What follows belongs to an exercise in optimizing a design on an open flow for small area; a production flow would make more cautious choices. RTL that was checked went through simulation tests only; none was proved equivalent to the original. The RTL of runs 2 to 5 was laid out without a check of its function. No driver is modelled on the clock port, so clocking that relies on it looks cheaper here than on a real chip. Power figures rest on the tool's default switching activity, not on a simulated workload.

--- flow/flow/run.sh ---
#!/bin/bash
# Standard layout, with the clock tree built without dummy loads.
set -euo pipefail
export CTS_ARGS="-sink_clustering_enable -repair_clock_nets -dont_use_dummy_load -sink_clustering_size 18 -sink_clustering_max_diameter 40 -buf_list sky130_fd_sc_hd__clkbuf_8"
bash standard.sh finish > make_finish.log 2>&1
--- flow/standard.sh ---
#!/bin/bash
# synth_recipe.tcl (not shown) runs the flow's synth.tcl, then flattens the netlist and writes it again
# the make line also repeats each setting of config.mk as NAME=value (left out here)
make -C /OpenROAD-flow-scripts/flow DESIGN_CONFIG=/design/flow/config.mk WORK_HOME=/design/flow/orfs CLKGATE_MAP_FILE= SYNTH_SCRIPT=/design/flow/synth_recipe.tcl "${@:-finish}"
--- flow/config.mk ---
export PLATFORM = sky130hd
export DESIGN_NAME = sccb_responder
export DESIGN_NICKNAME = sccb_responder
export VERILOG_FILES = /design/flow/design.v
export SDC_FILE = /design/flow/constraint.sdc
export NUM_CORES = 4
export LEC_CHECK = 0
export CAP_MARGIN = 20
export CORE_MARGIN = 2
export CORE_UTILIZATION = 40
export SLEW_MARGIN = 20
--- flow/constraint.sdc ---
create_clock -name core_clock -period 10.0 [get_ports {sccb_clk}]
set_input_delay 2.0000 -clock core_clock [delete_from_list [all_inputs] [get_ports {sccb_clk}]]
set_output_delay 2.0000 -clock core_clock [all_outputs]
set_load 0.01 [all_outputs]
--- flow/design.v ---
package sccb_pkg;
    typedef enum logic [2:0] {
        S_IDLE     = 3'b000,    
        S_ID       = 3'b001,
        S_SUB      = 3'b010,
        S_DATA     = 3'b011,
        S_RD       = 3'b100,
        S_ID_ACK   = 3'b101,
        S_SUB_ACK  = 3'b110,
        S_DATA_ACK = 3'b111
    } state_t;
    localparam logic [6:0] DEV_ID_DEFAULT = 7'h21;
endpackage
module sccb_sync_edge (
    input  logic clk,
    input  logic reset,
    input  logic din,
    output logic sync,
    output logic rise,
    output logic fall
);
    logic meta_r;
    logic sync_r;
    logic prev_r;
    always_ff @(posedge clk) begin
        if (reset) begin
            meta_r <= 1'b1;
            sync_r <= 1'b1;
            prev_r <= 1'b1;
        end else begin
            meta_r <= din;
            sync_r <= meta_r;
            prev_r <= sync_r;
        end
    end
    assign sync = sync_r;
    assign rise = sync_r & ~prev_r;
    assign fall = ~sync_r & prev_r;
endmodule
module sccb_responder #(
    parameter logic [6:0] DEV_ID = sccb_pkg::DEV_ID_DEFAULT
) (
    input  logic       sccb_clk,
    input  logic       sccb_reset,
    input  logic       sio_c_in,
    input  logic       sio_d_in,
    output logic       sio_d_oe,
    output logic       sio_d_out,
    output logic       wr_strobe,
    output logic [7:0] wr_addr,
    output logic [7:0] wr_data,
    output logic       busy
);
    logic scl_s, scl_rise_s, scl_fall_s;
    logic sda_s, sda_rise_s, sda_fall_s;
    logic start_s, stop_s;
    sccb_sync_edge u_sync_c (
        .clk   (sccb_clk),
        .reset (sccb_reset),
        .din   (sio_c_in),
        .sync  (scl_s),
        .rise  (scl_rise_s),
        .fall  (scl_fall_s)
    );
    sccb_sync_edge u_sync_d (
        .clk   (sccb_clk),
        .reset (sccb_reset),
        .din   (sio_d_in),
        .sync  (sda_s),
        .rise  (sda_rise_s),
        .fall  (sda_fall_s)
    );
    assign start_s = sda_fall_s & scl_s;
    assign stop_s  = sda_rise_s & scl_s;
    sccb_pkg::state_t state_r, state_s;
    logic [3:0]       cnt_r, cnt_s;       
    logic [7:0]       sh_r;
    logic [7:0]       sub_r;
    logic             sub0_r;             
    logic             rw_r;
    logic             idok_r;             
    logic             busy_r, busy_s;
    logic             wr_strobe_r;
    logic [7:0]       wr_addr_r, wr_data_r;
    logic [7:0]       rd_q_r;
    logic             pend_r;             
    logic [5:0]       ptr_r;
    logic [7:0]       wdata_s;
    logic             bit_s, we_s, in_rd, last_s;
    assign wdata_s = {sh_r[6:0], sda_s};
    assign in_rd   = (state_r == sccb_pkg::S_RD);
    assign bit_s   = scl_rise_s & ~cnt_r[3] & ~start_s & ~stop_s;
    assign last_s  = (cnt_r[2:0] == 3'd7);
    assign we_s    = bit_s & last_s & (state_r == sccb_pkg::S_DATA);
    always_comb begin
        state_s = state_r;
        cnt_s   = cnt_r;
        busy_s  = busy_r;
        if (stop_s) begin
            state_s = sccb_pkg::S_IDLE;
            busy_s  = 1'b0;
        end else if (start_s) begin
            state_s = sccb_pkg::S_ID;
            cnt_s   = '0;
        end else if (state_r != sccb_pkg::S_IDLE) begin
            if (scl_rise_s && !cnt_r[3]) begin
                cnt_s = cnt_r + 4'd1;
            end
            if (scl_fall_s) begin
                cnt_s = '0;
                case (state_r)
                    sccb_pkg::S_ID: begin
                        if (cnt_r[3]) begin
                            state_s = idok_r ? sccb_pkg::S_ID_ACK : sccb_pkg::S_IDLE;
                            busy_s  = idok_r;
                        end
                        cnt_s = cnt_r;
                    end
                    sccb_pkg::S_SUB: begin
                        if (cnt_r[3]) state_s = sccb_pkg::S_SUB_ACK;
                        cnt_s = cnt_r;
                    end
                    sccb_pkg::S_DATA: begin
                        if (cnt_r[3]) state_s = sccb_pkg::S_DATA_ACK;
                        cnt_s = cnt_r;
                    end
                    sccb_pkg::S_RD: begin
                        if (cnt_r[3]) state_s = sccb_pkg::S_IDLE;
                        cnt_s = cnt_r;
                    end
                    sccb_pkg::S_ID_ACK:   state_s = rw_r ? sccb_pkg::S_RD : sccb_pkg::S_SUB;
                    sccb_pkg::S_SUB_ACK:  state_s = sccb_pkg::S_DATA;
                    default:              state_s = sccb_pkg::S_IDLE;
                endcase
            end
        end
    end
    always_ff @(posedge sccb_clk) begin
        if (sccb_reset) begin
            state_r     <= sccb_pkg::S_IDLE;
            sub0_r      <= 1'b1;
            busy_r      <= 1'b0;
            wr_strobe_r <= 1'b0;
            wr_addr_r   <= 8'h00;
            wr_data_r   <= 8'h00;
        end else begin
            state_r     <= state_s;
            busy_r      <= busy_s;
            wr_strobe_r <= we_s;
            if (bit_s && last_s && (state_r == sccb_pkg::S_SUB)) begin
                sub0_r <= 1'b0;
            end
            if (we_s) begin
                wr_addr_r <= sub_r;
                wr_data_r <= wdata_s;
            end
        end
    end
    always_ff @(posedge sccb_clk) begin
        cnt_r <= cnt_s;
        if (bit_s) begin
            case (state_r)
                sccb_pkg::S_ID: begin
                    if (last_s) rw_r <= sda_s;
                    else idok_r <= ((cnt_r[2:0] == 3'd0) | idok_r) &
                                   (sda_s == DEV_ID[3'd6 - cnt_r[2:0]]);
                end
                sccb_pkg::S_SUB, sccb_pkg::S_DATA: sh_r <= wdata_s;
                default: ;
            endcase
            if (last_s && (state_r == sccb_pkg::S_SUB)) begin
                sub_r <= wdata_s;
            end
        end
    end
    logic [8*64-1:0] ring_r [4];
    logic [7:0]      ring_in [4];
    logic            hit_w, hit_r;
    logic [1:0]      rsel;
    assign hit_w = (ptr_r == sub_r[7:2]);
    assign hit_r = sub0_r ? (ptr_r == 6'd0) : hit_w;
    assign rsel  = sub0_r ? 2'd0 : sub_r[1:0];
    always_comb begin
        for (int r = 0; r < 4; r++) begin
            if (pend_r && hit_w && (sub_r[1:0] == 2'(r))) begin
                ring_in[r] = sh_r;
            end else begin
                ring_in[r] = ring_r[r][7:0];
            end
        end
    end
    always_ff @(posedge sccb_clk) begin
        ptr_r <= ptr_r + 6'd1;
        for (int r = 0; r < 4; r++) begin
            ring_r[r] <= {ring_in[r], ring_r[r][8*64-1:8]};
        end
        if (we_s && !sccb_reset) begin
            pend_r <= 1'b1;
        end else if (hit_w) begin
            pend_r <= 1'b0;
        end
        if (in_rd) begin
            if (scl_fall_s) rd_q_r <= {rd_q_r[6:0], 1'b0};
        end else if (hit_r) begin
            rd_q_r <= ring_in[rsel];
        end
    end
    assign sio_d_oe  = state_r[2];
    assign sio_d_out = ~state_r[2] | (in_rd & rd_q_r[7]);
    assign wr_strobe = wr_strobe_r;
    assign wr_addr   = wr_addr_r;
    assign wr_data   = wr_data_r;
    assign busy      = busy_r;
endmodule
==> flow_summary.toml, run 1 <==
[synth]
syn_area_um2 = 44500
syn_nets = 2388
synth_area_leader_cell = "dfxtp_1"
synthFlopType = "dfxtp_1"
synth_cells = 2377
seq_area_frac_synth = 0.957
syn_area_per_cell_um2 = 18.7
yosysMostFrequentCell = "dfxtp_1"
async_flop_share = 0
yosysWarnings = 4
yosysTopAreaCellShare = 0.937
synth_edf_count = 30
ys_ff_latch = 2113
synth_cell_types = 44
synth_common_cells = "dfxtp_1 (2,083), nor2_1 (41), mux2_2 (36)"
synth.area.top_cells = "dfxtp_1 (94%), edfxtp_1 (2.0%), mux2_2 (0.91%)"

[grt]
grt_max_degree = 28
gr-total-overflow = 0
antenna_found_initial = 7
grt_pass1_vias = 15900
grt_usage = 0.0887
grt_pass1_wl_mm = 81.1

[worst_setup_path]
crit_type = "flop to primary output"
startpoint_type = "flop"
critical_path.max_fanout = 10
crit_required_ns = 8.00
cp-end-kind = "primary output"
worstPathArrival_ns = 2.27

[power]
combPwrFrac = 0.001
p_switching_w = 0.00228
clockPowerShare = 0.307
ir_worst_vdd_mv = 0.117
intPower_w = 0.00991
pwr-share-seq = 0.692
sw_frac_of_total = 0.187
p_per_area_nw_per_um2 = 250
p_leak_nw = 19.2
fin_total_pwr_w = 0.0122

[die]
num_rows = 122
dieArea_um2 = 114000
ios = 24
initial_core_util = 0.403
dieWidth_um = 338
coreArea_um2 = 111000
die_h_um = 338

[placement]
gp_congestion = 0.795
numPortBuffers = 23
dp_hpwl_mm = 25.6
dp_slack_ns = 6.52

[layout]
fillerInstances = 9420
fin_util = 0.442
register_area_um2 = 42600
multiInputGateArea_um2 = 1760
syn_to_final_growth_pct = 9.70
nets = 2561
drive_above_1_share = 0.0856

[detailed_routing]
vias = 15400
first_pass_iters = 5
wirelength_met1_mm = 25.7
highest_layer = "met4"
dr_wl_met2_mm = 18.1
met3RoutedLength_mm = 2.87
routed_wl_mm = 48.5
antenna_left = 0
routedWlPerCell_um = 12.0
viasPerCell = 3.81
drt_iter0_drc = 708
drc = 0

[timing]
skew_ns = 0.0958
drv_slew = 0
fin_crit_ns = 4.27
grt_setup_unrepaired = "no"
setup_slack_ns = 5.73
max_freq_mhz = 234
setup_violations = 0
setup_tns_ns = 0
max_slew.worst_pin.slew_ns = 0.822
hold_violations = 0
fin_crit_sh = 0.427
slew_headroom = 0.451

[clocking]
clockBufferDepth = 3
cts-root-buf = "clkbuf_8"
cts_made_buffers = 165
cts.repair.resized = 0
cts_setup_buffers = 0
holdBufCountCts = 0
cts_tree = "yes"
htree_levels = 4
path_clk_slew_ns = 0.10
clock_sinks = 2113
insertion_delay_ns = 0.83

[run]
maxCapViolCount = 0

[min_path]
hp-class = "flop to flop"

[status]
status = "finished clean"
## logic make-up (layout without fill, tap and decap cells)
family,Yosys count,after routing,synth area share
buffers and inverters,36,207,0.00335
other,0,5,0
AO/OA/AOI/OAI,47,47,0.00742
XOR/XNOR,13,13,0.00323
flip-flops,2113,2113,0.957
adder cells (fa/ha/maj),7,7,0.00197
AND/OR/NAND/NOR,99,99,0.0118
multiplexers,62,62,0.0150
## routing by layer
layer	GRT usage	up-vias
met5	0	-
met4	0.0472	0
met3	0.0280	152
met2	0.117	325
met1	0.129	7218
li1	-	7685
## cell usage in the layout (no fill, tap or decap), types with 4 or more instances in the layout
| master | Yosys | routed |
|---|---|---|
| clkdlybuf4s50_1 | 0 | 23 |
| diode_2 | 0 | 5 |
| and2_1 | 10 | 10 |
| clkbuf_8 | 0 | 165 |
| mux2i_1 | 26 | 26 |
| mux2_2 | 36 | 36 |
| or2_2 | 7 | 7 |
| a221oi_1 | 5 | 5 |
| edfxtp_1 | 30 | 30 |
| xnor2_2 | 4 | 4 |
| a21oi_1 | 7 | 7 |
| dfxtp_1 | 2083 | 2083 |
| o21ai_0 | 9 | 8 |
| xor2_1 | 4 | 4 |
| ha_1 | 7 | 7 |
| nor2_1 | 41 | 40 |
| nor2b_1 | 8 | 8 |
| a211oi_1 | 4 | 4 |
| nand3_1 | 6 | 6 |
| xnor2_1 | 5 | 5 |
| nand2_1 | 10 | 10 |
| a2111oi_0 | 4 | 4 |
| inv_1 | 17 | 17 |
| a22oi_1 | 6 | 6 |
## sequential cells by signal, indices dropped and copies added, names as in the netlist, 3 cells and up
signal,cells
wr_data_r,8
cnt_r,4
ptr_r,6
ring_r,2048
rd_q_r,8
sh_r,8
wr_addr_r,8
state_r,3
sub_r,8
## final cells by class
class,instances,area share
multi-input cells,228,0.0361
inverters,17,0.00131
clock buffers,165,0.0465
well taps,1488,0.0381
diodes,5,0.000256
flip-flops and latches,2113,0.873
repair buffers,25,0.00502
## worst paths after layout
kind	startpoint	endpoint	slack, ns	cells after the start
max	state_r[0]	sio_d_out	5.73	4
min	ring_r[1][22]	ring_r[1][14]	0.23	0
max reg2reg	sub_r[6]	rd_q_r[6]	7.10	6
min reg2reg	ring_r[1][22]	ring_r[1][14]	0.23	0
## critical path, stage by stage, from the launching register on
cell	delay, ns
dfxtp_1	0.41
nor2_1	0.28
nand2_1	0.10
nand2_1	0.14
clkdlybuf4s50_1	0.56
## stage by stage
stage | hold slack [ns] | cells | cell area [um2]
finish | 0.233 | 4041 | 48800
global route | 0.227 | 4040 | 48800
CTS | 0.222 | 4036 | 48800
detailed placement | 0.312 | 3871 | 46500
global placement | 0.310 | 3871 | 46500
floorplan | 0.310 | 2377 | 44500
## power by group through the flow
| stage | Clock, W | Sequential [W] | Combinational, W |
|---|---|---|---|
| 4_1_cts | 0.00393 | 0.00843 | 0.0000121 |
| 2_1_floorplan | 0 | 0.00862 | 0.00000904 |
| 6_report | 0.00374 | 0.00843 | 0.0000124 |
| 5_1_grt | 0.00425 | 0.00843 | 0.0000134 |
| 3_5_place_dp | 0 | 0.00863 | 0.0000121 |
| 3_3_place_gp | 0 | 0.00863 | 0.0000110 |
==> run 2, diff against run 1 <==
--- a/flow/design.v
+++ b/flow/design.v
@@ -88,4 +88,6 @@
     logic [7:0]       wdata_s;
     logic             bit_s, we_s, in_rd, last_s;
+    localparam logic [7:0] ID_BITS = {1'b0, DEV_ID[0], DEV_ID[1], DEV_ID[2],
+                                      DEV_ID[3], DEV_ID[4], DEV_ID[5], DEV_ID[6]};
     assign wdata_s = {sh_r[6:0], sda_s};
     assign in_rd   = (state_r == sccb_pkg::S_RD);
@@ -164,5 +166,5 @@
                     if (last_s) rw_r <= sda_s;
                     else idok_r <= ((cnt_r[2:0] == 3'd0) | idok_r) &
-                                   (sda_s == DEV_ID[3'd6 - cnt_r[2:0]]);
+                                   (sda_s == ID_BITS[cnt_r[2:0]]);
                 end
                 sccb_pkg::S_SUB, sccb_pkg::S_DATA: sh_r <= wdata_s;
@@ -178,4 +180,5 @@
     logic            hit_w, hit_r;
     logic [1:0]      rsel;
+    logic            cap_r;      
     assign hit_w = (ptr_r == sub_r[7:2]);
     assign hit_r = sub0_r ? (ptr_r == 6'd0) : hit_w;
@@ -191,5 +194,5 @@
     end
     always_ff @(posedge sccb_clk) begin
-        ptr_r <= ptr_r + 6'd1;
+        ptr_r <= {ptr_r[4:0], ptr_r[5] ^ ptr_r[4] ^ (ptr_r[4:0] == 5'd0)};
         for (int r = 0; r < 4; r++) begin
             ring_r[r] <= {ring_in[r], ring_r[r][8*64-1:8]};
@@ -202,7 +205,8 @@
         if (in_rd) begin
             if (scl_fall_s) rd_q_r <= {rd_q_r[6:0], 1'b0};
-        end else if (hit_r) begin
-            rd_q_r <= ring_in[rsel];
-        end
+        end else if (cap_r) begin
+            rd_q_r <= ring_r[rsel][8*64-1:8*63];
+        end
+        cap_r <= hit_r;
     end
     assign sio_d_oe  = state_r[2];
==> flow/flow/run.sh (replaced) <==
#!/bin/bash
# Standard layout, with small port buffers and the clock tree built without
# dummy loads.
set -euo pipefail
export BUFFER_PORTS_ARGS="-buffer_cell sky130_fd_sc_hd__buf_1"
export CTS_ARGS="-sink_clustering_enable -repair_clock_nets -dont_use_dummy_load -sink_clustering_size 34 -sink_clustering_max_diameter 65"
bash standard.sh finish > make_finish.log 2>&1
==> flow_summary.toml, run 2 <==
[worst_setup_path]
worstPathArrival_ns = 1.82
r2r_cells = 3
cpMostUsedCell = "nand2_1"
crit_type = "flop to primary output"
crit_required_ns = 8.00
crit_slowest_cell = "dfxtp_1"
slowest_delay_ns = 0.41
crit_chain = "nor2_1, nand2_1, nand2_1, buf_1"
startpoint_type = "flop"
cp-end-kind = "primary output"
critical_path.max_fanout = 11

[synth]
synth_area_leader_cell = "dfxtp_1"
synthFlopType = "dfxtp_1"
synth_cells = 2357
yosysTopAreaCellShare = 0.942
synth_common_cells = "dfxtp_1 (2,084), mux2_2 (32), nor2_1 (31)"
async_flop_share = 0
synth_cell_types = 45
yosysMostFrequentCell = "dfxtp_1"
syn_area_per_cell_um2 = 18.8
syn_area_um2 = 44300
syn_nets = 2367
yosysWarnings = 4
ys_ff_latch = 2114
synth_edf_count = 30
synth.area.top_cells = "dfxtp_1 (94%), edfxtp_1 (2.0%), mux2_2 (0.81%)"
seq_area_frac_synth = 0.962

[layout]
regMostFlops = "ring_r"
drive_above_1_share = 0.0527
final_common_cell = "dfxtp_1"
fillerInstances = 9578
final_cell_mix = "dfxtp_1 (2,084), clkbuf_16 (80), mux2_2 (32)"
nets = 2459
largest_reg_flops = 2048
syn_to_final_growth_pct = 8.77

[detailed_routing]
drc = 0
first_pass_iters = 5
viasPerCell = 3.79
drt_iter0_drc = 903
vias = 14900
antenna_left = 0
routed_wl_mm = 48.0
routedWlPerCell_um = 12.2

[power]
pwr-share-seq = 0.697
clockPowerShare = 0.302
intPower_w = 0.00988
p_leak_nw = 19.0
combPwrFrac = 0.001
sw_frac_of_total = 0.183
p_switching_w = 0.00222
ir_worst_vdd_mv = 0.142
p_per_area_nw_per_um2 = 251

[clocking]
cts-root-buf = "clkbuf_16"
insertion_delay_ns = 0.65
cts_tree = "yes"
clock_sinks = 2114
htree_levels = 3
path_clk_slew_ns = 0.11
cts.repair.resized = 0
clockBufferDepth = 3
cts_made_buffers = 80
holdBufCountCts = 0
cts_setup_buffers = 0

[grt]
grt_pass1_vias = 14800
grt_usage = 0.0859
grt_max_degree = 35
grt_pass1_wl_mm = 78.8
gr-total-overflow = 0
antenna_found_initial = 4

[timing]
drv_slew = 0
slew_headroom = 0.319
setup_violations = 0
fin_crit_sh = 0.382
grt_setup_unrepaired = "no"
skew_ns = 0.0738
max_slew.worst_pin.slew_ns = 1.02
hold_violations = 0
setup_tns_ns = 0
whs_ns = 0.243
max_freq_mhz = 262
setup_slack_ns = 6.18
fin_crit_ns = 3.82

[die]
die_h_um = 337
initial_core_util = 0.402
dieArea_um2 = 113000
dieWidth_um = 337
coreArea_um2 = 110000
ios = 24
num_rows = 122

[placement]
dp_slack_ns = 6.88
numPortBuffers = 23
gp_congestion = 0.834
dp_hpwl_mm = 25.9

[status]
status = "finished clean"

[min_path]
hp-class = "flop to flop"
min_path_cells = 0

[run]
maxCapViolCount = 0
-- run 2: logic make-up after synthesis --
logic type / after synthesis / share of synthesized area
buffers and inverters: 25 / 0.00288
XOR/XNOR: 8 / 0.00158
AO/OA/AOI/OAI: 44 / 0.00573
flip-flops: 2114 / 0.962
adder cells (fa/ha/maj): 6 / 0.00169
AND/OR/NAND/NOR: 101 / 0.0120
multiplexers: 59 / 0.0142
-- run 2: layout make-up --
| class | count | area, um2 | share of cell area |
|---|---|---|---|
| sequential | 2114 | 42600 | 0.884 |
| clock buffer | 80 | 2000 | 0.0415 |
| timing repair buffer | 25 | 101 | 0.00210 |
| antenna | 2 | 5.00 | 0.000104 |
| tap | 1488 | 1860 | 0.0386 |
| multi-input combinational | 218 | 1570 | 0.0326 |
| inverter | 10 | 37.5 | 0.000779 |
-- run 2: worst paths after layout --
| check | startpoint | endpoint | slack (ns) |
|---|---|---|---|
| min reg2reg | ring_r[2][242] | ring_r[2][234] | 0.24 |
| max | state_r[0] | sio_d_out | 6.18 |
| min | ring_r[2][242] | ring_r[2][234] | 0.24 |
| max reg2reg | cnt_r[3] | sub_r[2] | 7.23 |
-- run 2: critical path: cells and delay by family, from the launching register on --
kind	cells	cell delay [ns]
flip-flops	1	0.41
AND/OR/NAND/NOR	3	0.61
buffers and inverters	1	0.17
-- run 2: through the flow --
stage	util	instances	power [W]	instance area, um2
after floorplan	-	2357	0.00864	44300
after global placement	0.419	3855	0.00864	46200
after detailed placement	0.419	3855	0.00864	46200
after CTS	0.437	3935	0.0122	48200
after global routing	0.437	3935	0.0125	48200
final	0.437	3937	0.0121	48200
-- run 2: power groups by stage --
stage	clock network, W	registers, W	logic (W)
floorplan	0	0.00863	0.00000870
finish	0.00365	0.00844	0.0000114
CTS	0.00380	0.00844	0.0000111
detailed placement	0	0.00863	0.0000111
global placement	0	0.00863	0.00000978
global route	0.00409	0.00844	0.0000123
-- run 2: routing by layer --
| layer | GRT usage | part of all wire | up-vias | wire length, um |
|---|---|---|---|---|
| met5 | 0 | 0.00021 | - | 10 |
| met4 | 0.0323 | 0.030 | 2 | 1460 |
| met3 | 0.0212 | 0.048 | 105 | 2280 |
| met2 | 0.109 | 0.35 | 221 | 16900 |
| met1 | 0.137 | 0.57 | 7136 | 27400 |
| li1 | - | - | 7462 | - |
==> run 3, diff against run 2 <==
==> flow/flow/run.sh (replaced) <==
#!/bin/bash
# Standard layout, with small port buffers and the clock tree built without
# dummy loads.
set -euo pipefail
export BUFFER_PORTS_ARGS="-buffer_cell sky130_fd_sc_hd__buf_1"
export CTS_ARGS="-sink_clustering_enable -repair_clock_nets -dont_use_dummy_load -sink_clustering_size 32 -sink_clustering_max_diameter 60"
bash standard.sh finish > make_finish.log 2>&1
==> flow_summary.toml, run 3 <==
[power]
p_leak_nw = 19.1
ir_worst_vdd_mv = 0.164
combPwrFrac = 0.001
p_per_area_nw_per_um2 = 254
pwr-share-seq = 0.685
sw_frac_of_total = 0.182
intPower_w = 0.0101
p_switching_w = 0.00224
clockPowerShare = 0.314

[detailed_routing]
vias = 15000
first_pass_iters = 5
viasPerCell = 3.80
routedWlPerCell_um = 12.2
routed_wl_mm = 48.1
drt_iter0_drc = 818
drc = 0
antenna_left = 0

[synth]
synth_common_cells = "dfxtp_1 (2,084), mux2_2 (32), nor2_1 (31)"
yosysWarnings = 4
synth.area.top_cells = "dfxtp_1 (94%), edfxtp_1 (2.0%), mux2_2 (0.81%)"
syn_area_per_cell_um2 = 18.8
synth_area_leader_cell = "dfxtp_1"
yosysMostFrequentCell = "dfxtp_1"
seq_area_frac_synth = 0.962
synth_cells = 2357
syn_area_um2 = 44300
synth_cell_types = 45
yosysTopAreaCellShare = 0.942
synth_edf_count = 30
syn_nets = 2367
ys_ff_latch = 2114
async_flop_share = 0
synthFlopType = "dfxtp_1"

[clocking]
cts_made_buffers = 91
clockBufferDepth = 3
cts-root-buf = "clkbuf_16"
insertion_delay_ns = 0.67
cts_tree = "yes"
cts.repair.resized = 0
path_clk_slew_ns = 0.11
htree_levels = 3
holdBufCountCts = 0
clock_sinks = 2114
cts_setup_buffers = 0

[min_path]
hp-class = "flop to flop"

[worst_setup_path]
crit_chain = "nor2_1, nand2_1, nand2_1, buf_1"
worstPathArrival_ns = 1.82
slowest_delay_ns = 0.41
r2r-start = "cnt_r[3]"
crit_start = "state_r[0]"
crit_end = "sio_d_out"
cp-end-kind = "primary output"
reg2reg_to = "sub_r[3]"
path_buf_inv = 1
startpoint_type = "flop"
crit_required_ns = 8.00
crit_slowest_cell = "dfxtp_1"
worst-path-stages = 4
r2r_cells = 3
critical_path.max_fanout = 11
cpMostUsedCell = "nand2_1"
cp_top_family = "simple AND/OR/NAND/NOR gates"
reg2reg_slack_ns = 7.22
crit_type = "flop to primary output"

[die]
dieArea_um2 = 113000
num_rows = 122
coreArea_um2 = 110000
ios = 24
dieWidth_um = 337
die_h_um = 337
initial_core_util = 0.402

[timing]
fin_crit_ns = 3.82
drv_slew = 0
setup_tns_ns = 0
hold_violations = 0
max_freq_mhz = 262
whs_ns = 0.254
fin_crit_sh = 0.382
max_slew.worst_pin.slew_ns = 0.998
setup_violations = 0
slew_headroom = 0.329
skew_ns = 0.0904
grt_setup_unrepaired = "no"

[layout]
syn_to_final_growth_pct = 9.39
regMostFlops = "ring_r"
design_area_um2 = 48500
final_common_cell = "dfxtp_1"
fillerInstances = 9558
nets = 2470
largest_reg_flops = 2048
drive_above_1_share = 0.0570
final_cell_mix = "dfxtp_1 (2,084), clkbuf_16 (91), mux2_2 (32)"

[status]
status = "finished clean"

[placement]
gp_congestion = 0.834
placed_area_um2 = 46200
numPortBuffers = 23
dp_hpwl_mm = 25.9

[grt]
grt_pass1_vias = 14900
antenna_found_initial = 4
grt_usage = 0.0867
grt_pass1_wl_mm = 79.2
grt_max_degree = 33
gr-total-overflow = 0

[run]
maxCapViolCount = 0
## run 3: final cells by class
type | count | area (um2) | share of cell area
inverters | 10 | 37.5 | 0.000774
repair buffers | 25 | 101 | 0.00209
well taps | 1488 | 1860 | 0.0384
diodes | 1 | 2.50 | 0.0000516
multi-input cells | 218 | 1570 | 0.0324
flip-flops and latches | 2114 | 42600 | 0.879
clock buffers | 91 | 2280 | 0.0470
## run 3: kinds of logic (layout without fill, tap and decap cells)
kind of cell,count (synthesis),in the layout,synth area share
and+or+nand+nor,101,101,0.0120
adders and majority gates,6,6,0.00169
other,0,1,0
DFF,2114,2114,0.962
muxes,59,59,0.0142
xor gates and xnor gates,8,8,0.00158
AOI/OAI and AO/OA,44,44,0.00573
buffers and inverters,25,126,0.00288
## run 3: routing by layer
layer / vias to the layer above / track usage / wire length [um] / part of all wire
li1: 7487 / - / - / -
met1: 7162 / 0.138 / 27400 / 0.57
met2: 236 / 0.110 / 17100 / 0.35
met3: 107 / 0.0236 / 2300 / 0.048
met4: 4 / 0.0298 / 1380 / 0.029
met5: - / 0 / 27 / 0.00056
## run 3: how the worst min path moves through the flow
stage,slack (ns),to,from,depth (start not counted)
2_1_floorplan,0.31,ring_r[0][0],ring_r[0][8],0
3_3_place_gp,0.31,ring_r[1][316],ring_r[1][324],0
3_5_place_dp,0.31,ring_r[0][106],ring_r[0][114],0
4_1_cts,0.26,ring_r[1][246],ring_r[1][254],0
5_1_grt,0.26,ring_r[2][234],ring_r[2][242],0
6_report,0.25,ring_r[1][246],ring_r[1][254],0
## run 3: power groups by stage
stage / clock network [W] / logic [W] / registers [W]
after global placement: 0 / 0.00000978 / 0.00863
after global routing: 0.00432 / 0.0000123 / 0.00844
after CTS: 0.00401 / 0.0000111 / 0.00843
final: 0.00387 / 0.0000113 / 0.00843
after detailed placement: 0 / 0.0000111 / 0.00863
after floorplan: 0 / 0.00000870 / 0.00863
## run 3: stage by stage
step           instances   util  power, W  setup WS [ns]
2_1_floorplan       2357      -   0.00864           7.16
3_3_place_gp        3855  0.419   0.00864           6.98
3_5_place_dp        3855  0.419   0.00864           6.88
4_1_cts             3946  0.440    0.0125           6.13
5_1_grt             3946  0.440    0.0128           6.03
6_report            3947  0.440    0.0123           6.18
==> run 4, diff against run 3 <==
==> flow/flow/run.sh (replaced) <==
#!/bin/bash
# Standard layout, with small port buffers and the clock tree built without
# dummy loads.
set -euo pipefail
export BUFFER_PORTS_ARGS="-buffer_cell sky130_fd_sc_hd__buf_1"
export CTS_ARGS="-sink_clustering_enable -repair_clock_nets -dont_use_dummy_load -sink_clustering_size 32 -sink_clustering_max_diameter 60 -buf_list sky130_fd_sc_hd__buf_12"
bash standard.sh finish > make_finish.log 2>&1
==> flow_summary.toml, run 4 <==
[timing]
max_freq_mhz = 264
fin_crit_sh = 0.379
fin_crit_ns = 3.79
drv_slew = 0
slew_headroom = 0.329
max_slew.worst_pin.slew_ns = 0.999
grt_setup_unrepaired = "no"
hold_violations = 0
skew_ns = 0.0999
setup_tns_ns = 0
setup_violations = 0

[die]
die_h_um = 337
dieWidth_um = 337
num_rows = 122
ios = 24
dieArea_um2 = 113000
initial_core_util = 0.402
coreArea_um2 = 110000

[power]
p_switching_w = 0.00230
p_per_area_nw_per_um2 = 253
pwr-share-seq = 0.694
fin_total_pwr_w = 0.0122
ir_worst_vdd_mv = 0.176
sw_frac_of_total = 0.189
intPower_w = 0.00986
p_leak_nw = 18.8
combPwrFrac = 0.001
clockPowerShare = 0.305

[detailed_routing]
routed_wl_mm = 48.1
highest_layer = "met5"
antenna_left = 0
drt_iter0_drc = 902
vias = 14900
met3RoutedLength_mm = 2.43
first_pass_iters = 5
routedWlPerCell_um = 12.2
drc = 0
viasPerCell = 3.78
dr_wl_met2_mm = 17.0
wirelength_met1_mm = 27.2

[worst_setup_path]
crit_required_ns = 8.00
startpoint_type = "flop"
critical_path.max_fanout = 10
worstPathArrival_ns = 1.79
crit_type = "flop to primary output"
cp-end-kind = "primary output"

[clocking]
clock_sinks = 2114
cts.repair.resized = 0
cts_tree = "yes"
holdBufCountCts = 0
clockBufferDepth = 3
cts_made_buffers = 91
cts-root-buf = "buf_12"
cts_setup_buffers = 0
htree_levels = 3
insertion_delay_ns = 0.63
path_clk_slew_ns = 0.11

[synth]
synth_area_leader_cell = "dfxtp_1"
yosysTopAreaCellShare = 0.942
synth.area.top_cells = "dfxtp_1 (94%), edfxtp_1 (2.0%), mux2_2 (0.81%)"
synth_cells = 2357
syn_area_per_cell_um2 = 18.8
seq_area_frac_synth = 0.962
syn_nets = 2367
ys_ff_latch = 2114
async_flop_share = 0
synth_common_cells = "dfxtp_1 (2,084), mux2_2 (32), nor2_1 (31)"
syn_area_um2 = 44300
synth_edf_count = 30
yosysMostFrequentCell = "dfxtp_1"
synth_cell_types = 45
synthFlopType = "dfxtp_1"
yosysWarnings = 4

[grt]
gr-total-overflow = 0
grt_pass1_wl_mm = 79.2
antenna_found_initial = 4
grt_max_degree = 33
grt_pass1_vias = 14900
grt_usage = 0.0867

[layout]
syn_to_final_growth_pct = 8.35
nets = 2470
final_common_cell = "dfxtp_1"
drive_above_1_share = 0.0570
largest_reg_flops = 2048
final_cell_mix = "dfxtp_1 (2,084), buf_12 (91), mux2_2 (32)"
regMostFlops = "ring_r"
fillerInstances = 9611
diodes = 0

[placement]
dp_hpwl_mm = 25.9
numPortBuffers = 23
gp_congestion = 0.834

[status]
status = "finished clean"

[run]
maxCapViolCount = 0

[min_path]
hp-class = "flop to flop"
run 4: cell counts after synthesis:
Identical to the previous run, type by type.
run 4: kinds of logic (layout without fill, tap and decap cells):
logic type,after synthesis,in the layout,synth area share
multiplexers,59,59,0.0142
AND/OR/NAND/NOR,101,101,0.0120
flip-flops,2114,2114,0.962
buffers and inverters,25,126,0.00288
AO/OA/AOI/OAI,44,44,0.00573
XOR/XNOR,8,8,0.00158
adder cells (fa/ha/maj),6,6,0.00169
run 4: routing by layer:
metal / vias up / track usage
met5: - / 0
met4: 4 / 0.0302
met3: 112 / 0.0236
met2: 236 / 0.110
met1: 7095 / 0.138
li1: 7485 / -
run 4: worst paths after layout:
check	cells after the start	to	slack, ns	from
setup / recovery	4	sio_d_out	6.21	state_r[1]
setup reg to reg	3	sub_r[3]	7.21	cnt_r[3]
hold reg to reg	0	ring_r[2][234]	0.25	ring_r[2][242]
hold / removal	0	ring_r[2][234]	0.25	ring_r[2][242]
run 4: area by class of cell:
type / count / area (um2) / area share
sequential: 2114 / 42600 / 0.888
tap: 1488 / 1860 / 0.0388
clock buffer: 91 / 1820 / 0.0379
multi-input combinational: 218 / 1570 / 0.0327
timing repair buffer: 25 / 101 / 0.00211
inverter: 10 / 37.5 / 0.000782
run 4: power groups by stage:
stage	clock (W)	sequential, W	combinational (W)
after floorplan	0	0.00863	0.00000870
after global placement	0	0.00863	0.00000978
after detailed placement	0	0.00863	0.0000111
after CTS	0.00385	0.00844	0.0000111
after global routing	0.00415	0.00844	0.0000123
final	0.00370	0.00844	0.0000113
run 4: metrics by stage:
step	std cells	hold slack, ns	worst slack (ns)	util	cell area (um2)
6_report	3946	0.252	6.21	0.436	48000
5_1_grt	3946	0.253	6.07	0.436	48000
4_1_cts	3946	0.248	6.16	0.436	48000
3_5_place_dp	3855	0.312	6.88	0.419	46200
3_3_place_gp	3855	0.310	6.98	0.419	46200
2_1_floorplan	2357	0.310	7.16	-	44300
run 4: worst max-delay path, cell delays in order, from the launching register on:
cell and delay [ns]:
dfxtp_1 0.42, nor2_1 0.34, nand2_1 0.11, nand2_1 0.14, buf_1 0.17
==> run 5, diff against run 4 <==
==> flow/flow/run.sh (replaced) <==
#!/bin/bash
# Standard layout, with small port buffers and the clock tree built without
# dummy loads.
set -euo pipefail
export BUFFER_PORTS_ARGS="-buffer_cell sky130_fd_sc_hd__buf_1"
export CTS_ARGS="-sink_clustering_enable -repair_clock_nets -dont_use_dummy_load -sink_clustering_size 28 -sink_clustering_max_diameter 55 -buf_list sky130_fd_sc_hd__buf_12"
bash standard.sh finish > make_finish.log 2>&1
==> flow_summary.toml, run 5 <==
[die]
dieArea_um2 = 113000
dieWidth_um = 337
num_rows = 122
ios = 24
die_h_um = 337
initial_core_util = 0.402
coreArea_um2 = 110000

[synth]
synth.area.top_cells = "dfxtp_1 (94%), edfxtp_1 (2.0%), mux2_2 (0.81%)"
async_flop_share = 0
yosysWarnings = 4
synthFlopType = "dfxtp_1"
synth_edf_count = 30
yosysMostFrequentCell = "dfxtp_1"
ys_ff_latch = 2114
syn_area_um2 = 44300
seq_area_frac_synth = 0.962
synth_area_leader_cell = "dfxtp_1"
synth_cells = 2357
syn_area_per_cell_um2 = 18.8
yosysTopAreaCellShare = 0.942
syn_nets = 2367
synth_common_cells = "dfxtp_1 (2,084), mux2_2 (32), nor2_1 (31)"
synth_cell_types = 45

[min_path]
worstHoldEndpoint = "ring_r[2][186]"
holdCritStartpoint = "ring_r[2][194]"
hp-class = "flop to flop"
min_path_cells = 0

[run]
maxCapViolCount = 0

[worst_setup_path]
crit_required_ns = 8.00
critical_path.max_fanout = 11
startpoint_type = "flop"
reg2reg_slack_ns = 7.24
crit_type = "flop to primary output"
cp-end-kind = "primary output"
reg2reg_to = "sub_r[5]"
r2r-start = "cnt_r[3]"
r2r_cells = 3
worstPathArrival_ns = 1.79

[detailed_routing]
routedWlPerCell_um = 12.2
antenna_left = 0
routed_wl_mm = 48.3
drc = 0
vias = 15100
viasPerCell = 3.81
drt_iter0_drc = 790
first_pass_iters = 5

[timing]
setup_tns_ns = 0
hold_violations = 0
skew_ns = 0.111
drv_slew = 0
max_slew.worst_pin.slew_ns = 1.01
setup_violations = 0
fin_crit_sh = 0.379
setup_slack_ns = 6.21
grt_setup_unrepaired = "no"
fin_crit_ns = 3.79
slew_headroom = 0.323
max_freq_mhz = 264

[clocking]
cts_setup_buffers = 0
htree_levels = 3
insertion_delay_ns = 0.64
path_clk_slew_ns = 0.10
cts_tree = "yes"
cts-root-buf = "buf_12"
cts.repair.resized = 0
clock_sinks = 2114
cts_made_buffers = 108
clockBufferDepth = 3
holdBufCountCts = 0

[grt]
grt_max_degree = 29
gr-total-overflow = 0
grt_pass1_wl_mm = 80.0
antenna_found_initial = 5
grt_usage = 0.0874
grt_pass1_vias = 15200

[layout]
final_cell_mix = "dfxtp_1 (2,084), buf_12 (108), mux2_2 (32)"
regMostFlops = "ring_r"
syn_to_final_growth_pct = 9.13
largest_reg_flops = 2048
fillerInstances = 9563
final_common_cell = "dfxtp_1"
nets = 2487
drive_above_1_share = 0.0634

[power]
fin_total_pwr_w = 0.0125
ir_worst_vdd_mv = 0.157
p_leak_nw = 19.0
p_per_area_nw_per_um2 = 258

[status]
status = "finished clean"

[placement]
numPortBuffers = 23
dp_slack_ns = 6.88
dp_hpwl_mm = 25.9
gp_congestion = 0.834
## run 5: kinds of logic (layout without fill, tap and decap cells)
group / Yosys count / in the layout / share of synthesized area
XOR/XNOR: 8 / 8 / 0.00158
AND/OR/NAND/NOR: 101 / 101 / 0.0120
buffers and inverters: 25 / 143 / 0.00288
multiplexers: 59 / 59 / 0.0142
other: 0 / 2 / 0
adder cells (fa/ha/maj): 6 / 6 / 0.00169
AO/OA/AOI/OAI: 44 / 44 / 0.00573
flip-flops: 2114 / 2114 / 0.962
## run 5: critical path, cell delays in order, from the launching register on
cell and delay, ns:
dfxtp_1 0.40, nor2_1 0.34, nand2_1 0.10, nand2_1 0.15
buf_1 0.18
## run 5: cell type report
type	instances	area (um2)	share of cell area
Antenna cell	2	5.00	0.000103
Clock buffer	108	2160	0.0447
Inverter	10	37.5	0.000776
Multi-Input combinational cell	218	1570	0.0324
Sequential cell	2114	42600	0.881
Tap cell	1488	1860	0.0385
Timing Repair Buffer	25	101	0.00210
## run 5: report_power, final
| group | switching [W] | total (W) | internal (W) |
|---|---|---|---|
| Sequential | 0.00000268 | 0.00844 | 0.00844 |
| Combinational | 0.00000704 | 0.0000114 | 0.00000432 |
| Clock | 0.00235 | 0.00401 | 0.00167 |
## run 5: metal layers
layer,track usage,wire [um],share of wire,vias to the layer above
met1,0.138,27000,0.56,7200
met2,0.111,17300,0.36,259
met3,0.0243,2490,0.051,128
met5,0,13,0.00027,-
met4,0.0324,1510,0.031,2
li1,-,-,-,7532
## run 5: worst max path at each step
stage	cells past startpoint	start	slack, ns	to
2_1_floorplan	4	state_r[0]	7.16	sio_d_out
3_3_place_gp	4	state_r[0]	6.98	sio_d_out
3_5_place_dp	4	state_r[0]	6.88	sio_d_out
4_1_cts	4	state_r[0]	6.17	sio_d_out
5_1_grt	4	state_r[0]	6.08	sio_d_out
6_report	4	state_r[0]	6.21	sio_d_out
## run 5: stage by stage
stage                     utilization  cell area, um2  instances  hold slack (ns)
after floorplan                     -           44300       2357            0.310
after global placement          0.419           46200       3855            0.310
after detailed placement        0.419           46200       3855            0.312
after CTS                       0.439           48400       3963            0.254
after global routing            0.439           48400       3963            0.244
final                           0.439           48400       3965            0.236
==> run 6, diff against run 5 <==
--- a/flow/design.v
+++ b/flow/design.v
@@ -78,5 +78,4 @@
     logic [7:0]       sub_r;
     logic             sub0_r;             
-    logic             rw_r;
     logic             idok_r;             
     logic             busy_r, busy_s;
@@ -131,5 +130,5 @@
                         cnt_s = cnt_r;
                     end
-                    sccb_pkg::S_ID_ACK:   state_s = rw_r ? sccb_pkg::S_RD : sccb_pkg::S_SUB;
+                    sccb_pkg::S_ID_ACK:   state_s = idok_r ? sccb_pkg::S_RD : sccb_pkg::S_SUB;
                     sccb_pkg::S_SUB_ACK:  state_s = sccb_pkg::S_DATA;
                     default:              state_s = sccb_pkg::S_IDLE;
@@ -161,10 +160,12 @@
     always_ff @(posedge sccb_clk) begin
         cnt_r <= cnt_s;
+        if (scl_fall_s && cnt_r[3] && (state_r == sccb_pkg::S_ID)) begin
+            idok_r <= sda_s;
+        end
         if (bit_s) begin
             case (state_r)
                 sccb_pkg::S_ID: begin
-                    if (last_s) rw_r <= sda_s;
-                    else idok_r <= ((cnt_r[2:0] == 3'd0) | idok_r) &
-                                   (sda_s == ID_BITS[cnt_r[2:0]]);
+                    if (!last_s) idok_r <= ((cnt_r[2:0] == 3'd0) | idok_r) &
+                                           (sda_s == ID_BITS[cnt_r[2:0]]);
                 end
                 sccb_pkg::S_SUB, sccb_pkg::S_DATA: sh_r <= wdata_s;
==> flow/flow/run.sh (replaced) <==
#!/bin/bash
# Standard layout, with small port buffers and the clock tree built without
# dummy loads.
set -euo pipefail
export BUFFER_PORTS_ARGS="-buffer_cell sky130_fd_sc_hd__buf_1"
export CTS_ARGS="-sink_clustering_enable -repair_clock_nets -dont_use_dummy_load -sink_clustering_size 34 -sink_clustering_max_diameter 65 -buf_list sky130_fd_sc_hd__buf_12"
bash standard.sh finish > make_finish.log 2>&1
==> flow_summary.toml, run 6 <==
[timing]
slew_headroom = 0.485
setup_violations = 0
max_slew.worst_pin.slew_ns = 0.773
fin_crit_ns = 3.64
skew_ns = 0.0924
grt_setup_unrepaired = "no"
drv_slew = 0
setup_slack_ns = 6.36
hold_violations = 0
fin_crit_sh = 0.364
max_freq_mhz = 275
setup_tns_ns = 0

[synth]
synth_cell_types = 44
syn_area_um2 = 44300
synth_area_leader_cell = "dfxtp_1"
async_flop_share = 0
yosysWarnings = 4
syn_nets = 2359
ys_ff_latch = 2113
synth_cells = 2349
syn_area_per_cell_um2 = 18.9
seq_area_frac_synth = 0.962
synth_common_cells = "dfxtp_1 (2,085), mux2_2 (32), mux2i_1 (30), nor2_1 (30), edfxtp_1 (28)"
synth.area.top_cells = "dfxtp_1 (94%), edfxtp_1 (1.9%), mux2_2 (0.81%)"
synthFlopType = "dfxtp_1"
yosysMostFrequentCell = "dfxtp_1"
synth_edf_count = 28
yosysTopAreaCellShare = 0.943

[detailed_routing]
routed_wl_mm = 47.4
viasPerCell = 3.74
vias = 14700
highest_layer = "met4"
drt_iter0_drc = 817
wirelength_met1_mm = 27.1
antenna_left = 0
first_pass_iters = 5
routedWlPerCell_um = 12.1
dr_wl_met2_mm = 16.4
met3RoutedLength_mm = 2.42
drc = 0

[clocking]
cts_tree = "yes"
holdBufCountCts = 0
cts.repair.resized = 0
cts_setup_buffers = 0
clock_sinks = 2113
path_clk_slew_ns = 0.12
insertion_delay_ns = 0.61
htree_levels = 3
clockBufferDepth = 3
cts_made_buffers = 78
cts-root-buf = "buf_12"

[die]
num_rows = 122
ios = 24
dieWidth_um = 337
initial_core_util = 0.402
die_h_um = 337
coreArea_um2 = 110000
dieArea_um2 = 113000

[worst_setup_path]
worst-path-stages = 4
path_buf_inv = 1
cp_top_family = "simple AND/OR/NAND/NOR gates"
worstPathArrival_ns = 1.64
crit_required_ns = 8.00
critical_path.max_fanout = 10
r2r_cells = 4
cpMostUsedCell = "nand2_1"
crit_slowest_cell = "dfxtp_1"
crit_type = "flop to primary output"
cp-end-kind = "primary output"
crit_chain = "nor2_1, nand2_1, nand2_1, buf_1"
slowest_delay_ns = 0.42
startpoint_type = "flop"

[placement]
dp_slack_ns = 7.01
dp_hpwl_mm = 25.7
numPortBuffers = 23
gp_congestion = 0.794

[power]
ir_worst_vdd_mv = 0.150
p_per_area_nw_per_um2 = 249
p_leak_nw = 18.7

[min_path]
min_path_cells = 0
hp-class = "flop to flop"

[grt]
grt_pass1_wl_mm = 77.8
grt_pass1_vias = 14600
gr-total-overflow = 0
grt_max_degree = 35
grt_usage = 0.0849
antenna_found_initial = 5

[layout]
regMostFlops = "ring_r"
largest_reg_flops = 2048
syn_to_final_growth_pct = 7.82
drive_above_1_share = 0.0520
nets = 2452
diodes = 0
final_cell_mix = "dfxtp_1 (2,085), buf_12 (78), mux2_2 (32)"
final_common_cell = "dfxtp_1"
fillerInstances = 9559

[run]
maxCapViolCount = 0

[status]
status = "finished clean"
[run 6: cell types whose count changed after synthesis, sizes merged, moves of 3 or more]
cell    before  now
a21oi       14   10
or2b         1    5
mux2i       27   30
nand2b       8    5
[run 6: worst paths after layout]
path / endpoint / slack, ns / from
max reg2reg: ring_r[2][505] / 7.71 / sub_r[1]
max: sio_d_out / 6.36 / state_r[0]
min reg2reg: ring_r[0][252] / 0.24 / ring_r[0][260]
min: ring_r[0][252] / 0.24 / ring_r[0][260]
[run 6: final cells by class]
cell class / count / area [um2] / share of cell area
Clock buffer: 78 / 1560 / 0.0327
Inverter: 8 / 30.0 / 0.000629
Timing Repair Buffer: 26 / 109 / 0.00228
Tap cell: 1488 / 1860 / 0.0390
Multi-Input combinational cell: 215 / 1600 / 0.0336
Sequential cell: 2113 / 42600 / 0.892
[run 6: worst register-to-register path, delay by kind of cell (launching register included)]
family	cells	cell delay (ns)
multiplexers	1	0.35
AND/OR/NAND/NOR	3	1.01
flip-flops	1	0.84
[run 6: kinds of logic (layout without fill, tap and decap cells)]
logic type / count (synthesis) / count (layout) / synth area share
DFF: 2113 / 2113 / 0.962
AOI/OAI and AO/OA: 40 / 40 / 0.00562
muxes: 62 / 62 / 0.0149
and+or+nand+nor: 99 / 99 / 0.0124
xor gates and xnor gates: 8 / 8 / 0.00158
buffers and inverters: 21 / 112 / 0.00220
adders and majority gates: 6 / 6 / 0.00170
[run 6: per-layer routing]
metal,track usage,vias up
met3,0.0183,105
met4,0.0323,0
met2,0.105,201
li1,-,7435
met1,0.139,6962
met5,0,-
[run 6: stage by stage]
step           hold slack (ns)  power (W)  std cells  utilization  area [um2]
2_1_floorplan            0.310    0.00863       2349            -       44300
3_3_place_gp             0.311    0.00864       3850        0.419       46200
3_5_place_dp             0.312    0.00864       3850        0.419       46200
4_1_cts                  0.239     0.0120       3928        0.433       47700
5_1_grt                  0.240     0.0123       3928        0.433       47700
6_report                 0.245     0.0119       3928        0.433       47700
[run 6: report_power, final]
group | internal (W) | switching, W | total (W)
clock network | 0.00122 | 0.00223 | 0.00346
registers | 0.00843 | 0.00000341 | 0.00843
logic | 0.00000470 | 0.00000732 | 0.0000120
==> run 7, diff against run 6 <==
--- a/flow/design.v
+++ b/flow/design.v
@@ -160,13 +160,14 @@
     always_ff @(posedge sccb_clk) begin
         cnt_r <= cnt_s;
-        if (scl_fall_s && cnt_r[3] && (state_r == sccb_pkg::S_ID)) begin
+        if (start_s) begin
+            idok_r <= 1'b1;
+        end else if (scl_fall_s && cnt_r[3] && (state_r == sccb_pkg::S_ID)) begin
             idok_r <= sda_s;
+        end else if (bit_s && !last_s && (state_r == sccb_pkg::S_ID) &&
+                     (sda_s != ID_BITS[cnt_r[2:0]])) begin
+            idok_r <= 1'b0;
         end
         if (bit_s) begin
             case (state_r)
-                sccb_pkg::S_ID: begin
-                    if (!last_s) idok_r <= ((cnt_r[2:0] == 3'd0) | idok_r) &
-                                           (sda_s == ID_BITS[cnt_r[2:0]]);
-                end
                 sccb_pkg::S_SUB, sccb_pkg::S_DATA: sh_r <= wdata_s;
                 default: ;
==> flow/flow/run.sh (replaced) <==
#!/bin/bash
# Standard layout, with small port buffers, a clock tree built without dummy
# loads, and clock leaf nets split after CTS where their slew is too high.
set -euo pipefail
export BUFFER_PORTS_ARGS="-buffer_cell sky130_fd_sc_hd__buf_1"
export CTS_ARGS="-sink_clustering_enable -repair_clock_nets -dont_use_dummy_load -sink_clustering_size 36 -sink_clustering_max_diameter 70 -buf_list sky130_fd_sc_hd__buf_12"
export POST_CTS_TCL="$PWD/flow/post_cts.tcl"
export CLK_SLEW_TARGET_NS=0.117
bash standard.sh finish > make_finish.log 2>&1
==> flow/flow/post_cts.tcl (new file) <==
# After clock tree synthesis: split any clock leaf net whose estimated slew at
# a flip-flop clock pin exceeds the target, by moving the half of its sinks on
# one side to a new buffer of the same type, driven from the same parent net.
# Repeats until every clock pin meets the target.
set slew_target [expr {[info exists ::env(CLK_SLEW_TARGET_NS)] ? $::env(CLK_SLEW_TARGET_NS) : 0.115}]
set block [ord::get_db_block]
set db [ord::get_db]

proc clk_worst_pins {target} {
  set bad {}
  foreach pin [get_pins -hierarchical */CLK] {
    set s [get_property $pin slew_max]
    if {$s > $target} { lappend bad [list $s $pin] }
  }
  return [lsort -real -decreasing -index 0 $bad]
}

proc iterm_xy {it} {
  set box [[$it getInst] getBBox]
  return [list [expr {([$box xMin] + [$box xMax]) / 2}] [expr {([$box yMin] + [$box yMax]) / 2}]]
}

set split_count 0
for {set iter 0} {$iter < 40} {incr iter} {
  estimate_parasitics -placement
  set bad [clk_worst_pins $slew_target]
  if {[llength $bad] == 0} { break }
  set pin [lindex [lindex $bad 0] 1]
  puts "post_cts: worst clock pin slew [lindex [lindex $bad 0] 0] at [get_full_name $pin]"
  set it [sta::sta_to_db_pin $pin]
  set net [$it getNet]
  set drv ""
  set sinks {}
  foreach t [$net getITerms] {
    if {[$t isOutputSignal]} { set drv $t } else { lappend sinks $t }
  }
  if {$drv eq "" || [llength $sinks] < 2} { puts "post_cts: cannot split [$net getName]"; break }
  set dinst [$drv getInst]
  set master [$dinst getMaster]
  set parent ""
  foreach t [$dinst getITerms] {
    if {[$t isInputSignal]} { set parent [$t getNet] }
  }
  if {$parent eq ""} { puts "post_cts: no parent for [$dinst getName]"; break }
  # split along the wider spread, at the median
  set xs {}; set ys {}
  foreach t $sinks { lassign [iterm_xy $t] x y; lappend xs $x; lappend ys $y }
  set dx [expr {[tcl::mathfunc::max {*}$xs] - [tcl::mathfunc::min {*}$xs]}]
  set dy [expr {[tcl::mathfunc::max {*}$ys] - [tcl::mathfunc::min {*}$ys]}]
  set idx [expr {$dx >= $dy ? 0 : 1}]
  set keyed {}
  foreach t $sinks { lappend keyed [list [lindex [iterm_xy $t] $idx] $t] }
  set keyed [lsort -integer -index 0 $keyed]
  set half [expr {[llength $keyed] / 2}]
  set moved [lrange $keyed $half end]
  set name "clkfix_buf_$split_count"
  set nname "clkfix_net_$split_count"
  incr split_count
  set ninst [odb::dbInst_create $block $master $name]
  set nnet [odb::dbNet_create $block $nname]
  $nnet setSigType CLOCK
  set sx 0; set sy 0
  foreach k $moved {
    set t [lindex $k 1]
    lassign [iterm_xy $t] x y
    set sx [expr {$sx + $x}]; set sy [expr {$sy + $y}]
    $t disconnect
    $t connect $nnet
  }
  set n [llength $moved]
  $ninst setLocation [expr {$sx / $n}] [expr {$sy / $n}]
  $ninst setPlacementStatus PLACED
  foreach t [$ninst getITerms] {
    if {[$t isInputSignal]} { $t connect $parent }
    if {[$t isOutputSignal]} { $t connect $nnet }
  }
  puts "post_cts: split [$net getName] ([llength $sinks] sinks), moved $n to $name"
}
if {$split_count > 0} {
  detailed_placement
  estimate_parasitics -placement
  set bad [clk_worst_pins $slew_target]
  puts "post_cts: $split_count splits, [llength $bad] clock pins still over $slew_target"
}
==> flow_summary.toml, run 7 <==
[status]
status = "finished clean"

[power]
p_per_area_nw_per_um2 = 258
sw_frac_of_total = 0.188
intPower_w = 0.0101
p_switching_w = 0.00235
ir_worst_vdd_mv = 0.155
p_leak_nw = 19.0
clockPowerShare = 0.324
pwr-share-seq = 0.675
combPwrFrac = 0.001

[clocking]
path_clk_slew_ns = 0.12
insertion_delay_ns = 0.67
clock_sinks = 2113
cts_tree = "yes"

[synth]
synth_edf_count = 28
syn_area_um2 = 44200
syn_area_per_cell_um2 = 18.9
synthFlopType = "dfxtp_1"
ys_ff_latch = 2113
synth.area.top_cells = "dfxtp_1 (94%), edfxtp_1 (1.9%), mux2_2 (0.81%)"
synth_common_cells = "dfxtp_1 (2,085), mux2_2 (32), nor2_1 (32)"
yosysTopAreaCellShare = 0.943
synth_cell_types = 42
syn_nets = 2356
yosysMostFrequentCell = "dfxtp_1"
synth_area_leader_cell = "dfxtp_1"
async_flop_share = 0
synth_cells = 2347
yosysWarnings = 4
seq_area_frac_synth = 0.962

[worst_setup_path]
worstPathArrival_ns = 1.61
crit_type = "flop to primary output"
startpoint_type = "flop"
cp-end-kind = "primary output"
critical_path.max_fanout = 10
crit_required_ns = 8.00
reg2reg_slack_ns = 7.43

[run]
maxCapViolCount = 0

[grt]
grt_usage = 0.0868
grt_max_degree = 37
antenna_found_initial = 4
gr-total-overflow = 0
grt_pass1_wl_mm = 79.5
grt_pass1_vias = 15200

[timing]
skew_ns = 0.121
setup_slack_ns = 6.39
whs_ns = 0.226
setup_violations = 0
slew_headroom = 0.410
hold_violations = 0
max_freq_mhz = 277
fin_crit_sh = 0.361
setup_tns_ns = 0
grt_setup_unrepaired = "no"
fin_crit_ns = 3.61
max_slew.worst_pin.slew_ns = 0.876
drv_slew = 0

[placement]
dpl.cell_count = 3849
dp_hpwl_mm = 25.7
gp_congestion = 0.765
numPortBuffers = 23
dp_slack_ns = 7.02

[layout]
fin_util = 0.439
nets = 2482
regMostFlops = "ring_r"
final_common_cell = "dfxtp_1"
largest_reg_flops = 2048
syn_to_final_growth_pct = 9.30
final-instance-count-excl-fill = 3960
final_cell_mix = "dfxtp_1 (2,085), buf_12 (110), mux2_2 (32)"
drive_above_1_share = 0.0664
fillerInstances = 9460

[die]
die_h_um = 337
initial_core_util = 0.401
ios = 24
dieWidth_um = 337
dieArea_um2 = 113000
coreArea_um2 = 110000
num_rows = 122

[min_path]
hp-class = "flop to flop"

[detailed_routing]
routedWlPerCell_um = 12.1
viasPerCell = 3.78
vias = 15000
drt_iter0_drc = 839
first_pass_iters = 5
antenna_left = 0
drc = 0
routed_wl_mm = 47.9
-- run 7: cell count changes in the layout (fill, tap and decap cells not counted), sizes merged, moves of 2 or more --
| cell | before | now |
|---|---|---|
| buf | 104 | 136 |
| or2b | 5 | 0 |
| nand2b | 5 | 9 |
| mux2i | 30 | 27 |
| nor2 | 30 | 32 |
| nor2b | 3 | 1 |
| or2 | 6 | 8 |
-- run 7: power by group through the flow --
stage	Sequential (W)	Clock, W	Combinational (W)
final	0.00844	0.00404	0.0000116
after global routing	0.00844	0.00450	0.0000126
after detailed placement	0.00862	0	0.0000113
after global placement	0.00862	0	0.0000101
after floorplan	0.00862	0	0.00000842
-- run 7: kinds of logic (layout without fill, tap and decap cells) --
kind of cell | Yosys count | in the layout | synth area share
flip-flops | 2113 | 2113 | 0.962
AND/OR/NAND/NOR | 99 | 99 | 0.0121
multiplexers | 59 | 59 | 0.0143
AO/OA/AOI/OAI | 43 | 43 | 0.00608
buffers and inverters | 20 | 144 | 0.00215
XOR/XNOR | 8 | 8 | 0.00158
adder cells (fa/ha/maj) | 5 | 5 | 0.00141
other | 0 | 1 | 0
-- run 7: metal layers --
layer	GRT usage	part of all wire	up-vias
li1	-	-	7496
met1	0.140	0.56	7124
met2	0.110	0.36	247
met3	0.0190	0.050	115
met4	0.0343	0.029	0
met5	0	0	-
-- run 7: path summary, 6_finish.rpt --
path | from | endpoint | cells after the start
max | state_r[0] | sio_d_out | 4
min | ring_r[2][498] | ring_r[2][490] | 0
max reg2reg | sub_r[1] | rd_q_r[7] | 4
min reg2reg | ring_r[2][498] | ring_r[2][490] | 0
-- run 7: through the flow --
step / power [W] / cell area [um2]
after floorplan: 0.00863 / 44200
after global placement: 0.00863 / 46200
after detailed placement: 0.00864 / 46200
after global routing: 0.0129 / 48400
final: 0.0125 / 48400
-- run 7: final cells by class, clock buffers not listed --
cell class | instances | area [um2] | share of cell area
inverters | 8 | 30.0 | 0.000621
plain buffers | 40 | 801 | 0.0166
repair buffers | 26 | 109 | 0.00225
flip-flops and latches | 2113 | 42600 | 0.881
diodes | 1 | 2.50 | 0.0000517
well taps | 1488 | 1860 | 0.0385
multi-input cells | 214 | 1570 | 0.0325
-- run 7: critical path, cell delays in order, from the launching register on --
cell,delay (ns)
dfxtp_1,0.42
nor2_1,0.26
nand2_1,0.10
nand2_1,0.07
buf_1,0.17

re-timing with driven ports:
In the flow no input, the clock included, has a driving cell. The finished layouts below were timed again as built, in two steps. Step 1 sets driving cells, clkbuf_16 on the clock port and buf_2 on the other inputs (assumed; they add their load-dependent delay and slew). Step 2, shift: input delay + t, output delay - t, t = (earliest + latest rising clock arrival at the registers) / 2. This alone moves slack from input paths to output paths. Slacks: ideal ports / drivers / drivers and shift; pairs: ideal ports / drivers.
run	t (ns)	setup slack, ns	latest minus earliest clock arrival (ns)	worst data-port slew with drivers (ns)
run 1	0.827	5.726 / 5.664 / 6.491	0.134 / 0.134	0.03
run 2	0.686	6.179 / 6.115 / 6.801	0.084 / 0.084	0.03
run 3	0.692	6.177 / 6.112 / 6.803	0.097 / 0.097	0.03
run 4	0.648	6.207 / 6.141 / 6.789	0.111 / 0.110	0.03
run 5	0.658	6.211 / 6.144 / 6.802	0.145 / 0.144	0.03
run 6	0.639	6.361 / 6.292 / 6.932	0.115 / 0.115	0.03
run 7	0.680	6.388 / 6.321 / 6.981	0.136 / 0.137	0.03
After both steps every run listed still meets setup and hold.
